Context: an optimization exercise on an open-source flow, tuned for small area, a short achievable clock period and few clock cycles. The choices shown serve that exercise and are no tape-out recipe. At most, simulation tests tie the RTL to the original design; equivalence was not proved. Power figures rest on the tool's default switching activity, not on a simulated workload.

## P
Design n_queens_backtrack_search, start of the top module:
module n_queens_backtrack_search
#(
  parameter int MAX_QUEENS = DEF_MAX_QUEENS
) (
  input  logic                   clk,
  input  logic                   rst_n,
  input  logic                   cfg_valid,
  output logic                   cfg_ready,
  input  logic [CFG_IDX_W-1:0]   cfg_index,
  input  logic [CFG_DATA_W-1:0]  cfg_data,
  input  logic                   in_tvalid,
  output logic                   in_tready,
  input  logic [IN_TDATA_W-1:0]  in_tdata,    
  output logic                   out_tvalid,
  input  logic                   out_tready,
  output logic [OUT_TDATA_W-1:0] out_tdata,
  output logic                   out_tlast
);
Size in the first run: roughly 2200 cells after synthesis, about 16000 um2 of cells after synthesis.
==> flow/config.mk <==
export PLATFORM = sky130hd
export DESIGN_NAME = n_queens_backtrack_search
export DESIGN_NICKNAME = n_queens_backtrack_search
export VERILOG_FILES = /design/flow/design.v
export SDC_FILE = /design/flow/constraint.sdc
export NUM_CORES = 4
export LEC_CHECK = 0
export ABC_AREA = 1
export CAP_MARGIN = 20
export CORE_MARGIN = 2
export CORE_UTILIZATION = 40
export SETUP_SLACK_MARGIN = 5
export SLEW_MARGIN = 20
==> flow/constraint.sdc <==
create_clock -name core_clock -period 10.0 [get_ports {clk}]
set_input_delay 2.0000 -clock core_clock [delete_from_list [all_inputs] [get_ports {clk}]]
set_output_delay 2.0000 -clock core_clock [all_outputs]
set_load 0.01 [all_outputs]
standard.sh (not shown) runs the stock make flow with config.mk's settings and CLKGATE_MAP_FILE= SYNTH_SCRIPT=/design/flow/synth_recipe.tcl, a recipe that flattens the netlist after the stock synthesis.
==> flow/flow/run.sh <==
#!/bin/bash
set -euo pipefail
bash standard.sh SETUP_SLACK_MARGIN=5.5 finish > standard.log 2>&1
P has completed all stages; timing, DRC and antenna checks passed.
Testbench counts of P, summed over its fixed seeds: cycles 172,077.
Input-level comparison between Q and P:
==> flow/run.sh (new file) <==
#!/bin/bash
# synth_recipe.tcl (not shown) runs the flow's synth.tcl, then flattens the netlist and writes it again
# the make line also repeats each setting of config.mk as NAME=value (left out here)
make -C /OpenROAD-flow-scripts/flow DESIGN_CONFIG=/design/flow/config.mk WORK_HOME=/design/flow/orfs CLKGATE_MAP_FILE= SYNTH_SCRIPT=/design/flow/synth_recipe.tcl finish
--- a/flow/config.mk
+++ b/flow/config.mk
@@ -11,0 +12,3 @@
+export CTS_CLUSTER_DIAMETER = 100
+export CTS_CLUSTER_SIZE = 30
+export PLACE_DENSITY = 0.75
@@ -13,0 +17 @@
+export TNS_END_PERCENT = 0
removed: flow/flow/run.sh
removed: flow/standard.sh
Cell type of the slowest stage on the worst timing path: sky130_fd_sc_hd__edfxtp_1 -> Q, sky130_fd_sc_hd__fa_2 -> P
Summary of Q over P: maximum frequency moved up; amount of wire on met3 after detailed routing moved down; maximum vdd ir drop moved down.
Total length of routed wires: Q vs P down about 7%
Q does better than P on via count.
diff inputs: Q => R
--- a/flow/config.mk
+++ b/flow/config.mk
@@ -12 +12 @@
-export CTS_CLUSTER_DIAMETER = 100
+export CTS_CLUSTER_DIAMETER = 60
@@ -14 +13,0 @@
-export PLACE_DENSITY = 0.75
Results
- R vs Q, total power draw went up by about 16%.
- From Q to R the numbers moved as follows: relative area of clock buffers and inverters in the final design +2.5 points; fmax dropped 3.0%.
- Compared Q against R; global placer's final weighted congestion within noise.
- Clock-buffer cell count in R is 12 above Q.
## Diff of input files: S against R
--- a/flow/config.mk
+++ b/flow/config.mk
@@ -11,3 +11,4 @@
-export CORE_UTILIZATION = 40
-export CTS_CLUSTER_DIAMETER = 60
-export CTS_CLUSTER_SIZE = 30
+export CORE_UTILIZATION = 50
+export CTS_CLUSTER_DIAMETER = 100
+export CTS_CLUSTER_SIZE = 24
+export PLACE_DENSITY = 0.75
## What came out
- R has a higher number of signal-net buffers in the layout than S.
- S reports a lower final cell count than R does.
- The higher total die area of R and S is in R.
- On global placement routability congestion, R tracks S almost exactly.
- In the reports for R and S, the smaller part of the power in combinational logic belongs to R.


n_queens_backtrack_search again, from the RTL that the note above started with.
Settings: LEC_CHECK=0, ABC_AREA=1, CAP_MARGIN=20, CORE_MARGIN=2, CORE_UTILIZATION=40, SETUP_SLACK_MARGIN=5, SLEW_MARGIN=20, TNS_END_PERCENT=0; clock period 10.0 ns.
run.sh (not shown) runs the stock make flow with config.mk's settings and CLKGATE_MAP_FILE= SYNTH_SCRIPT=/design/flow/synth_recipe.tcl, a recipe that flattens the netlist after the stock synthesis.
Stock flow here: none of the scripts above is used.
Testbench counts at the start, summed over its fixed seeds: cycles 172,077.
Edit:
CTS_CLUSTER_DIAMETER = 100   (was unset)
CTS_CLUSTER_SIZE = 24   (was unset)
PLACE_DENSITY = 0.75   (was unset)
Die area is unchanged.
Total power falls by about a fifth.
Worst hold slack gains 0.016 ns.
Sequential cell count does not change.
Sequential share of layout area rises by 1.2 points.
Count of clock-buffer cells in the layout falls by 15.
Edit:
CTS_CLUSTER_DIAMETER = unset   (was 100)
CTS_CLUSTER_SIZE = unset   (was 24)
PLACE_DENSITY = unset   (was 0.75)
TNS_END_PERCENT = unset   (was 0)
After rerunning: The changed run finished clean; global-route usage rose by 1.4 points; cell count rose by a few percent; utilization rose by 3.3 points; hold slack got worse by 0.014 ns; sequential share of layout area fell by 2.3 points; die area does not change; power rose by about a fifth; design area rose by a little under a tenth; count of clock-buffer cells in the layout rose by 15; wire length rose by a few percent; worst setup slack got worse by 0.088 ns.
Edit:
CTS_BUF_LIST = sky130_fd_sc_hd__clkbuf_8   (was unset)
TNS_END_PERCENT = 0   (was unset)
After rerunning: Routed wire length falls slightly; worst setup slack gets worse by 0.085 ns; synthesized cell count is unchanged; cell count shrinks slightly; power fell by roughly a tenth; synthesized area does not change.
Edit:
CTS_BUF_LIST = unset   (was sky130_fd_sc_hd__clkbuf_8)
CTS_CLUSTER_DIAMETER = 100   (was unset)
CTS_CLUSTER_SIZE = 24   (was unset)
GPL_ROUTABILITY_DRIVEN = 0   (was unset)
PLACE_DENSITY = 0.75   (was unset)
Global-route usage shrinks by 3.6 points; synthesized cell count stays the same; total power shrinks by roughly a tenth.
Edit:
CTS_CLUSTER_SIZE = 30   (was 24)
GPL_ROUTABILITY_DRIVEN = unset   (was 0)
PLACE_DENSITY = unset   (was 0.75)
After rerunning: Global-route usage increases by 3.0 points; setup slack gets worse by 0.078 ns; critical path depth rose by 2; register-to-register slack gets worse by 0.02 ns.


Another version of the RTL of n_queens_backtrack_search (not shown whole).
For scale: roughly 2000 cells after synthesis, ~300 flip-flops, ~18000 µm² of cells after synthesis.
==> flow/design.v (excerpt) <==
module n_queens_backtrack_search
#(
  parameter int MAX_QUEENS = DEF_MAX_QUEENS
) (
  input  logic                   clk,
  input  logic                   rst_n,
  input  logic                   cfg_valid,
  output logic                   cfg_ready,
  input  logic [CFG_IDX_W-1:0]   cfg_index,
  input  logic [CFG_DATA_W-1:0]  cfg_data,
  input  logic                   in_tvalid,
  output logic                   in_tready,
  input  logic [IN_TDATA_W-1:0]  in_tdata,    
  output logic                   out_tvalid,
  input  logic                   out_tready,
  output logic [OUT_TDATA_W-1:0] out_tdata,
  output logic                   out_tlast
);
make LEC_CHECK=0 ABC_CLOCK_PERIOD_IN_PS=4000 CAP_MARGIN=20 CORE_MARGIN=2 CORE_UTILIZATION=40 SLEW_MARGIN=20 finish   # period 10.0 ns
The first run ran to the end with no violations.
Next try:
--- a/flow/config.mk
+++ b/flow/config.mk
@@ -10,3 +10,4 @@
 export CORE_MARGIN = 2
 export CORE_UTILIZATION = 40
+export SETUP_SLACK_MARGIN = 5
 export SLEW_MARGIN = 20
=>
- non-clock buffer count rose by 153
- worst setup slack improved by 1.4 ns
- final area rose by 13%
- routed wire length rose by 15%
- global-route usage rose by 3.1 points
No functional check of the RTL was part of any run of this note.


## the baseline
n_queens_backtrack_search, a different RTL version from the one above (not shown whole).
For scale: roughly 2300 cells after synthesis.
clock: 10.0 ns
lec_check: 0
abc_area: 1
cap_margin: 20
core_margin: 2
core_utilization: 40
cts_cluster_diameter: 100
cts_cluster_size: 24
place_density: 0.75
setup_slack_margin: 5
slew_margin: 20
tns_end_percent: 0
## Diff of input files: the candidate against the baseline
- clearing PLACE_DENSITY, which used to be 0.75
- clearing TNS_END_PERCENT, which used to be 0
- clearing CTS_CLUSTER_SIZE, which used to be 24
- clearing CTS_CLUSTER_DIAMETER, which used to be 100
## What came out
From the candidate to the baseline, area of the core did not move at all.
Re register area: no difference whatsoever between the candidate and the baseline.
Diff the baseline -> the candidate | arrival time at the worst endpoint | increase of 0.08 ns
Diff the baseline -> the candidate: area of all placed cells without fillers rose by 7.7%; total of fill cells in the finished design fell by 82.
Sort the baseline and the candidate by worst setup slack, ascending, and the candidate comes first.
Of the baseline and the candidate, the baseline shows the lower cell count, with the candidate above it.
The candidate vs the baseline on time the worst path needs with I/O delays and setup: the candidate is the higher one.
Function was not checked in any run of this note: the RTL went through the layout flow alone.


Setup of v23:
Another version of the RTL of n_queens_backtrack_search (not shown whole).
Size in the first run: about 2100 cells after synthesis, about 66 I/O pins, ~18000 um^2 of cells after synthesis.
clock: 10.0 ns
lec_check: 0
abc_clock_period_in_ps: 4000
cap_margin: 20
core_margin: 2
core_utilization: 40
setup_slack_margin: 4
slew_margin: 20
v23: PASS, flow complete, no timing, DRC or antenna violations
## Diff of input files: v32 against v23
Settings: SETUP_SLACK_MARGIN changed from 4 to 5.
Notes after the runs:
Compared to v23, v32 has post-route standard cell area excluding fillers about 6% higher.
Per the comparison of v32 with v23, global-route wire length before repair increased by 5.5 mm relative to the old numbers, clock distribution area overhead in the final layout went down 0.41 points, count of fill cells added during filler insertion shrank by 109, maximum fanout along the worst path fell 20, worst-case headroom to the max-slew limit increased by 5.5 points relative to the old numbers.
No run of this note included a check of the RTL's function; only the layout flow was run.


n_queens_backtrack_search, a different RTL version from the one above (not shown whole).
Size: roughly 270 flip-flops, about 66 I/O pins, roughly 17000 um^2 of cells after synthesis.
Design n_queens_backtrack_search, start of the top module:
module n_queens_backtrack_search
#(
  parameter int MAX_QUEENS = DEF_MAX_QUEENS
) (
  input  logic                   clk,
  input  logic                   rst_n,
  input  logic                   cfg_valid,
  output logic                   cfg_ready,
  input  logic [CFG_IDX_W-1:0]   cfg_index,
  input  logic [CFG_DATA_W-1:0]  cfg_data,
  input  logic                   in_tvalid,
  output logic                   in_tready,
  input  logic [IN_TDATA_W-1:0]  in_tdata,    
  output logic                   out_tvalid,
  input  logic                   out_tready,
  output logic [OUT_TDATA_W-1:0] out_tdata,
  output logic                   out_tlast
);
  localparam int BW = 18;
  logic [4:0]    n_r;           
  logic [BW-1:0] budget_r;
  logic          idle_r, search_r, emit_r;
  logic [BW-7:0] hi_r;
  logic [7:0]    b_r;
  logic [3:0]    col_r;         
  logic [4:0]    rs_r;          
  logic [3:0]    stk_r [16];    
  logic [3:0]    best_r [16];   
  logic [4:0]    depth_r;
  logic [15:0]   cm_r;          
  logic [30:0]   ld_r;          
  logic [30:0]   rd_r;          
  logic          solved_r, ran_out_r;
  logic [3:0]    k_r;           
  assign cfg_ready  = 1'b1;
  assign in_tready  = idle_r;
  assign out_tvalid = emit_r;
  logic [3:0]  q, q2, q3;
  logic [15:0] att_c, att_p, av_c, av_p;
  logic [15:0] oh_c, oh_p, oh_q, oh_q2, oh_q3, oh_qv, near_q, far_q;
  logic        has_q;
  logic [15:0] pre_c, pre_p;
  logic [15:0] ge_rs, lt_n, gt_q, le_a, le_r;
  logic [3:0]  f_c, f_p;
  logic        any_c, any_p, ok_c;
  logic        mv_adv, mv_repl, mv_dbl, mv_exh, borrow, ok, last_col, hi_nz;
  logic [7:0]  base_x, base_r, base_d, w_a, w_r, w_d, b_nx;
  logic [BW-7:0] hi_dec;
  assign q     = stk_r[0];
  ...
clock: 10.0 ns
lec_check: 0
abc_area: 1
cap_margin: 20
core_margin: 2
core_utilization: 40
setup_slack_margin: 5
slew_margin: 20
standard.sh (not shown) runs the stock make flow with config.mk's settings and CLKGATE_MAP_FILE= SYNTH_SCRIPT=/design/flow/synth_recipe.tcl, a recipe that flattens the netlist after the stock synthesis.
==> flow/flow/run.sh <==
#!/bin/bash
set -euo pipefail
bash standard.sh SETUP_SLACK_MARGIN=5.5 finish > standard.log 2>&1
Testbench counts at the start, summed over its fixed seeds: cycles 172,077.
Change:
==> flow/run.sh (new file) <==
#!/bin/bash
# synth_recipe.tcl (not shown) runs the flow's synth.tcl, then flattens the netlist and writes it again
# the make line also repeats each setting of config.mk as NAME=value (left out here)
make -C /OpenROAD-flow-scripts/flow DESIGN_CONFIG=/design/flow/config.mk WORK_HOME=/design/flow/orfs CLKGATE_MAP_FILE= SYNTH_SCRIPT=/design/flow/synth_recipe.tcl finish
- CORE_UTILIZATION: 40 -> 60
removed: flow/flow/run.sh
removed: flow/standard.sh
=> Final area decreases by 4.6%. Wire length decreases by 2.0%. Utilization increases by 22 points. Total power decreases by 1.9%. Via count barely changes. Global-route usage increases by 12 points. Sequential power barely changes. Worst hold slack got worse by 0.019 ns.
Change:
- CORE_UTILIZATION: 60 -> 40
- TNS_END_PERCENT: unset -> 0
What happened: Power rises slightly; design area rises slightly; wire length is about the same; die area rises by well over a third; area after synthesis stays the same; flip-flop and latch count does not change; final cell count rises by a few percent; first-iteration DRC count falls by a quarter to a third; worst setup slack gains 0.14 ns; register-to-register slack is about the same; sequential power hardly moves.

==> what the ideal ports hide <==
The results above use ideal ports. As a check the final layouts listed here were re-extracted and re-timed, cells and wires unchanged. Step 1 assumes that a clkbuf_16 drives the clock port and a buf_2 every other input. Step 2 also shifts input and output timing later by t, the mid clock arrival at the registers, as if the neighbouring blocks saw the same clock. Slacks: ideal ports / drivers / drivers and shift; pairs: ideal ports / drivers.
| run | shift t [ns] | setup WS [ns] | worst setup path after step 2 | clock arrival spread, ns | cell pins on the clock port's net |
|---|---|---|---|---|---|
| P | 0.603 | 4.793 / 4.740 / 5.085 | register to register | 0.014 / 0.014 | 1 |
| Q | 0.566 | 4.841 / 4.785 / 5.080 | register to register | 0.024 / 0.024 | 1 |
| R | 0.614 | 4.679 / 4.628 / 4.835 | register to register | 0.048 / 0.048 | 1 |
| S | 0.561 | 4.728 / 4.672 / 5.013 | register to register | 0.025 / 0.024 | 1 |
| the first run of note 2 | 0.622 | 4.723 / 4.662 / 4.902 | register to register | 0.009 / 0.010 | 1 |
| the second run of note 2 | 0.556 | 4.865 / 4.810 / 5.076 | register to register | 0.033 / 0.033 | 1 |
| the third run of note 2 | 0.619 | 4.777 / 4.722 / 4.999 | register to register | 0.013 / 0.013 | 1 |
| the fourth run of note 2 | 0.649 | 4.692 / 4.636 / 4.799 | register to register | 0.030 / 0.030 | 1 |
| the fifth run of note 2 | 0.550 | 4.854 / 4.805 / 4.963 | register to register | 0.021 / 0.022 | 1 |
| the sixth run of note 2 | 0.549 | 4.776 / 4.721 / 4.944 | register to register | 0.027 / 0.027 | 1 |
| the first run of note 3 | 0.594 | 3.109 / 3.109 / 3.109 | register to register | 0.022 / 0.022 | 1 |
| the second run of note 3 | 0.601 | 4.481 / 4.481 / 4.481 | register to register | 0.031 / 0.031 | 1 |
| the baseline | 0.551 | 4.779 / 4.728 / 4.964 | register to register | 0.054 / 0.054 | 1 |
| the candidate | 0.624 | 4.700 / 4.641 / 5.111 | register to register | 0.024 / 0.024 | 1 |
| v23 | 0.637 | 4.164 / 4.108 / 4.243 | register to register | 0.055 / 0.055 | 1 |
| v32 | 0.619 | 4.742 / 4.690 / 4.924 | register to register | 0.025 / 0.026 | 1 |
| the first run of note 6 | 0.638 | 4.886 / 4.834 / 5.275 | register to register | 0.018 / 0.018 | 1 |
| the second run of note 6 | 0.624 | 4.771 / 4.717 / 5.089 | register to register | 0.030 / 0.030 | 1 |
| the third run of note 6 | 0.595 | 4.906 / 4.854 / 5.102 | register to register | 0.019 / 0.020 | 1 |
After both steps setup and hold are still met in every run listed.
